What follows belongs to an exercise in optimizing a design on an open flow for small area, a short achievable clock period and few clock cycles per item; a production flow would make more cautious choices.
Where RTL was checked, it was by simulation tests only, not by an equivalence proof against the original.
Power is estimated from default activity; no workload was simulated.

Design fusion_blend_v2, start of the top module:
module fusion_blend_v2
#(
  parameter int PIXELS_PER_BEAT = 16,
  parameter int PIX_W           = 8,
  parameter int WGT_W           = 8,
  parameter int IMAGE_DIM       = 512
) (
  input  logic                             clk,
  input  logic                             rst,
  input  logic [1:0]                       mode,
  input  logic                             in_valid,
  output logic                             in_ready,
  input  logic [PIX_W*PIXELS_PER_BEAT-1:0] old_frame,
  input  logic [PIX_W*PIXELS_PER_BEAT-1:0] new_frame,
  input  logic [WGT_W*PIXELS_PER_BEAT-1:0] weight,
  output logic                             out_valid,
  input  logic                             out_ready,
  output logic [PIX_W*PIXELS_PER_BEAT-1:0] fused_frame,
  output logic                             out_last,
  output logic                             frame_done
);
Settings: LEC_CHECK=0, CAP_MARGIN=20, CORE_MARGIN=2, CORE_UTILIZATION=65, CTS_BUF_LIST=sky130_fd_sc_hd__clkbuf_4, CTS_CLUSTER_SIZE=40, PLACE_DENSITY=0.72, SETUP_SLACK_MARGIN=2.6, SLEW_MARGIN=20; clock period 5.5 ns.
standard.sh (not shown) runs the stock make flow with config.mk's settings and CLKGATE_MAP_FILE= SYNTH_SCRIPT=/design/flow/synth_recipe.tcl, a recipe that flattens the netlist after the stock synthesis.
==> flow/flow/run.sh <==
#!/bin/bash
# Own layout flow: the standard layout (standard.sh, unchanged synthesis and steps), with
# the port buffers that global placement inserts made plain buffers instead of the default
# delay-buffer cell. Every input and output port still gets its own buffer.
set -euo pipefail
export BUFFER_PORTS_ARGS="-buffer_cell sky130_fd_sc_hd__buf_2"
bash standard.sh > standard.log 2>&1
Testbench counts at the start, summed over its fixed seeds: cycles 65,548, items 65,536.
Next try:
CTS_BUF_LIST = sky130_fd_sc_hd__clkbuf_8   (was sky130_fd_sc_hd__clkbuf_4)
CTS_CLUSTER_SIZE = 30   (was 40)
Outcome: Core utilization hardly moves. Setup slack gains 0.0053 ns. Routed wire length barely changes. Sequential power barely changes. Die area stays the same. Synthesized area stays the same. First-iteration DRC count shrinks by 2.9%. Final area is about the same. Power grows by 0.60%.
Next try:
CORE_UTILIZATION = 70   (was 65)
PLACE_DENSITY = 0.76   (was 0.72)
SETUP_SLACK_MARGIN = 2.7   (was 2.6)
- The new run finished with timing, DRC and antenna clean
- via count went up by 0.81%
- total power went up by 1.3%
- first-iteration DRC count went up by 22%
- register-to-register slack improves by 0.02 ns
- global-route usage went up by 2.1 points

fusion_blend_v2, a different RTL version from the one above (not shown whole).
Size: ~4100 cells after synthesis, roughly 470 flip-flops.
Settings: LEC_CHECK=0, ABC_CLOCK_PERIOD_IN_PS=2500, CAP_MARGIN=20, CORE_MARGIN=2, CORE_UTILIZATION=40, SETUP_SLACK_MARGIN=1.0, SLEW_MARGIN=20; clock period 5.5 ns.
run.sh (not shown) runs the stock make flow with config.mk's settings and CLKGATE_MAP_FILE= SYNTH_SCRIPT=/design/flow/synth_recipe.tcl, a recipe that flattens the netlist after the stock synthesis.
Stock flow here: none of the scripts above is used.
The baseline passed the timing, design-rule and antenna checks.
Next try:
==> flow/flow/run.sh (new file) <==
#!/bin/bash
# Own layout flow: the standard layout (standard.sh, unchanged synthesis and steps), with
# the port buffers that global placement inserts made plain buffers instead of the default
# delay-buffer cell. Every input and output port still gets its own buffer.
set -euo pipefail
export BUFFER_PORTS_ARGS="-buffer_cell sky130_fd_sc_hd__buf_2"
bash standard.sh > standard.log 2>&1
==> flow/standard.sh (new file) <==
#!/bin/bash
# synth_recipe.tcl (not shown) runs the flow's synth.tcl, then flattens the netlist and writes it again
# the make line also repeats each setting of config.mk as NAME=value (left out here)
make -C /OpenROAD-flow-scripts/flow DESIGN_CONFIG=/design/flow/config.mk WORK_HOME=/design/flow/orfs CLKGATE_MAP_FILE= SYNTH_SCRIPT=/design/flow/synth_recipe.tcl "${@:-finish}"
Settings changed: ABC_CLOCK_PERIOD_IN_PS 2500 to default, SETUP_SLACK_MARGIN 1.0 to 1.5.
removed: flow/run.sh
Outcome: The new run finished clean. Cell count came out higher by 3.5%. Final area went up by 1.6%. Clock-buffer cell count is lower by 4. Die area stays the same. Synthesized cell count stays the same. Clock power decreases by 5.0%. Total power went down by 4.2%. Combinational power falls by about 6%. Hold slack got worse by 0.0066 ns. Synthesized area is unchanged.
Next try:
==> flow/run.sh (new file) <==
#!/bin/bash
# synth_recipe.tcl (not shown) runs the flow's synth.tcl, then flattens the netlist and writes it again
# the make line also repeats each setting of config.mk as NAME=value (left out here)
make -C /OpenROAD-flow-scripts/flow DESIGN_CONFIG=/design/flow/config.mk WORK_HOME=/design/flow/orfs CLKGATE_MAP_FILE= SYNTH_SCRIPT=/design/flow/synth_recipe.tcl finish
Settings changed: ABC_CLOCK_PERIOD_IN_PS from default to 1500, SETUP_SLACK_MARGIN 1.5 to 1.0.
removed: flow/flow/run.sh
removed: flow/standard.sh
What happened:
- routed wire length goes down by 5.1%
- via count goes down by 3.9%
- synthesized cell count does not change
- power goes up by 4.4%
- worst setup slack loses 0.37 ns
No run of this note included a check of the RTL's function; only the layout flow was run.

fusion_blend_v2, a different RTL version from the one above (not shown whole).
Size in the first run: roughly 4,600 cells after synthesis, about 550 flip-flops.
==> flow/config.mk <==
export PLATFORM = sky130hd
export DESIGN_NAME = fusion_blend_v2
export DESIGN_NICKNAME = fusion_blend_v2
export VERILOG_FILES = /design/flow/design.v
export SDC_FILE = /design/flow/constraint.sdc
export NUM_CORES = 4
export LEC_CHECK = 0
export CAP_MARGIN = 20
export CORE_MARGIN = 2
export CORE_UTILIZATION = 65
export PLACE_DENSITY = 0.72
export SETUP_SLACK_MARGIN = 2.4
export SLEW_MARGIN = 20
==> flow/constraint.sdc <==
create_clock -name core_clock -period 5.5 [get_ports {clk}]
set_input_delay 1.1000 -clock core_clock [delete_from_list [all_inputs] [get_ports {clk}]]
set_output_delay 1.1000 -clock core_clock [all_outputs]
set_load 0.01 [all_outputs]
standard.sh (not shown) runs the stock make flow with config.mk's settings and CLKGATE_MAP_FILE= SYNTH_SCRIPT=/design/flow/synth_recipe.tcl, a recipe that flattens the netlist after the stock synthesis.
==> flow/flow/run.sh <==
#!/bin/bash
# Own layout flow: the standard layout (standard.sh, unchanged synthesis and steps), with
# the port buffers that global placement inserts made plain buffers instead of the default
# delay-buffer cell. Every input and output port still gets its own buffer.
set -euo pipefail
export BUFFER_PORTS_ARGS="-buffer_cell sky130_fd_sc_hd__buf_2"
bash standard.sh > standard.log 2>&1
The baseline went through all stages and came out clean.
==> next run, changes <==
==> flow/config.mk (replaced) <==
export PLATFORM = sky130hd
export DESIGN_NAME = fusion_blend_v2
export DESIGN_NICKNAME = fusion_blend_v2
export VERILOG_FILES = /design/flow/design.v
export SDC_FILE = /design/flow/constraint.sdc
export NUM_CORES = 4
export LEC_CHECK = 0
export CAP_MARGIN = 5
export CORE_MARGIN = 2
export CORE_UTILIZATION = 70
export CTS_BUF_LIST = sky130_fd_sc_hd__clkbuf_8
export CTS_CLUSTER_SIZE = 30
export PLACE_DENSITY = 0.76
export SETUP_SLACK_MARGIN = 2.7
export SLEW_MARGIN = 5
The changed run ran to the end with no violations.
Count of clock-buffer cells in the layout rises by 17.
Hold slack gains 9.5 ps.
Die area went down by about 7%.
No run of this note included a check of the RTL's function; only the layout flow was run.

==> separate check: timing with driven ports <==
How much do the figures lean on ideal ports? The routed layouts below were timed once more, with nothing changed but the port constraints.
Step 1 sets driving cells, clkbuf_16 on the clock port and buf_2 on the other inputs (assumed; they add their load-dependent delay and slew).
Step 2 adds t to the input delays and takes it off the output delays; t is the mean of the earliest and latest rising clock arrival at the registers after step 1. Input paths then give back, and output paths get back, about the clock's delay inside the block.
Three values: no drivers, after step 1, after step 2; two values: the first two.
run	t, ns	slack for setup (ns)	cell pins on the clock port's net
the first run of note 1	1.055	2.646 / 2.646 / 1.981	1
the second run of note 1	0.772	2.651 / 2.651 / 1.996	1
the third run of note 1	0.762	2.673 / 2.673 / 1.962	1
the first run of note 2	0.720	1.077 / 1.002 / 0.700	1
the second run of note 2	0.720	1.447 / 1.368 / 1.312	1
the third run of note 2	0.720	1.077 / 1.002 / 0.700	1
the first run of note 3	0.659	2.488 / 2.456 / 1.797	1
the second run of note 3	0.772	2.681 / 2.667 / 1.895	1
After both steps setup and hold are still met in every run listed. The setup slack of the second run of note 3, which loses most, moves by -0.014 ns with the drivers and by -0.786 ns with both steps.
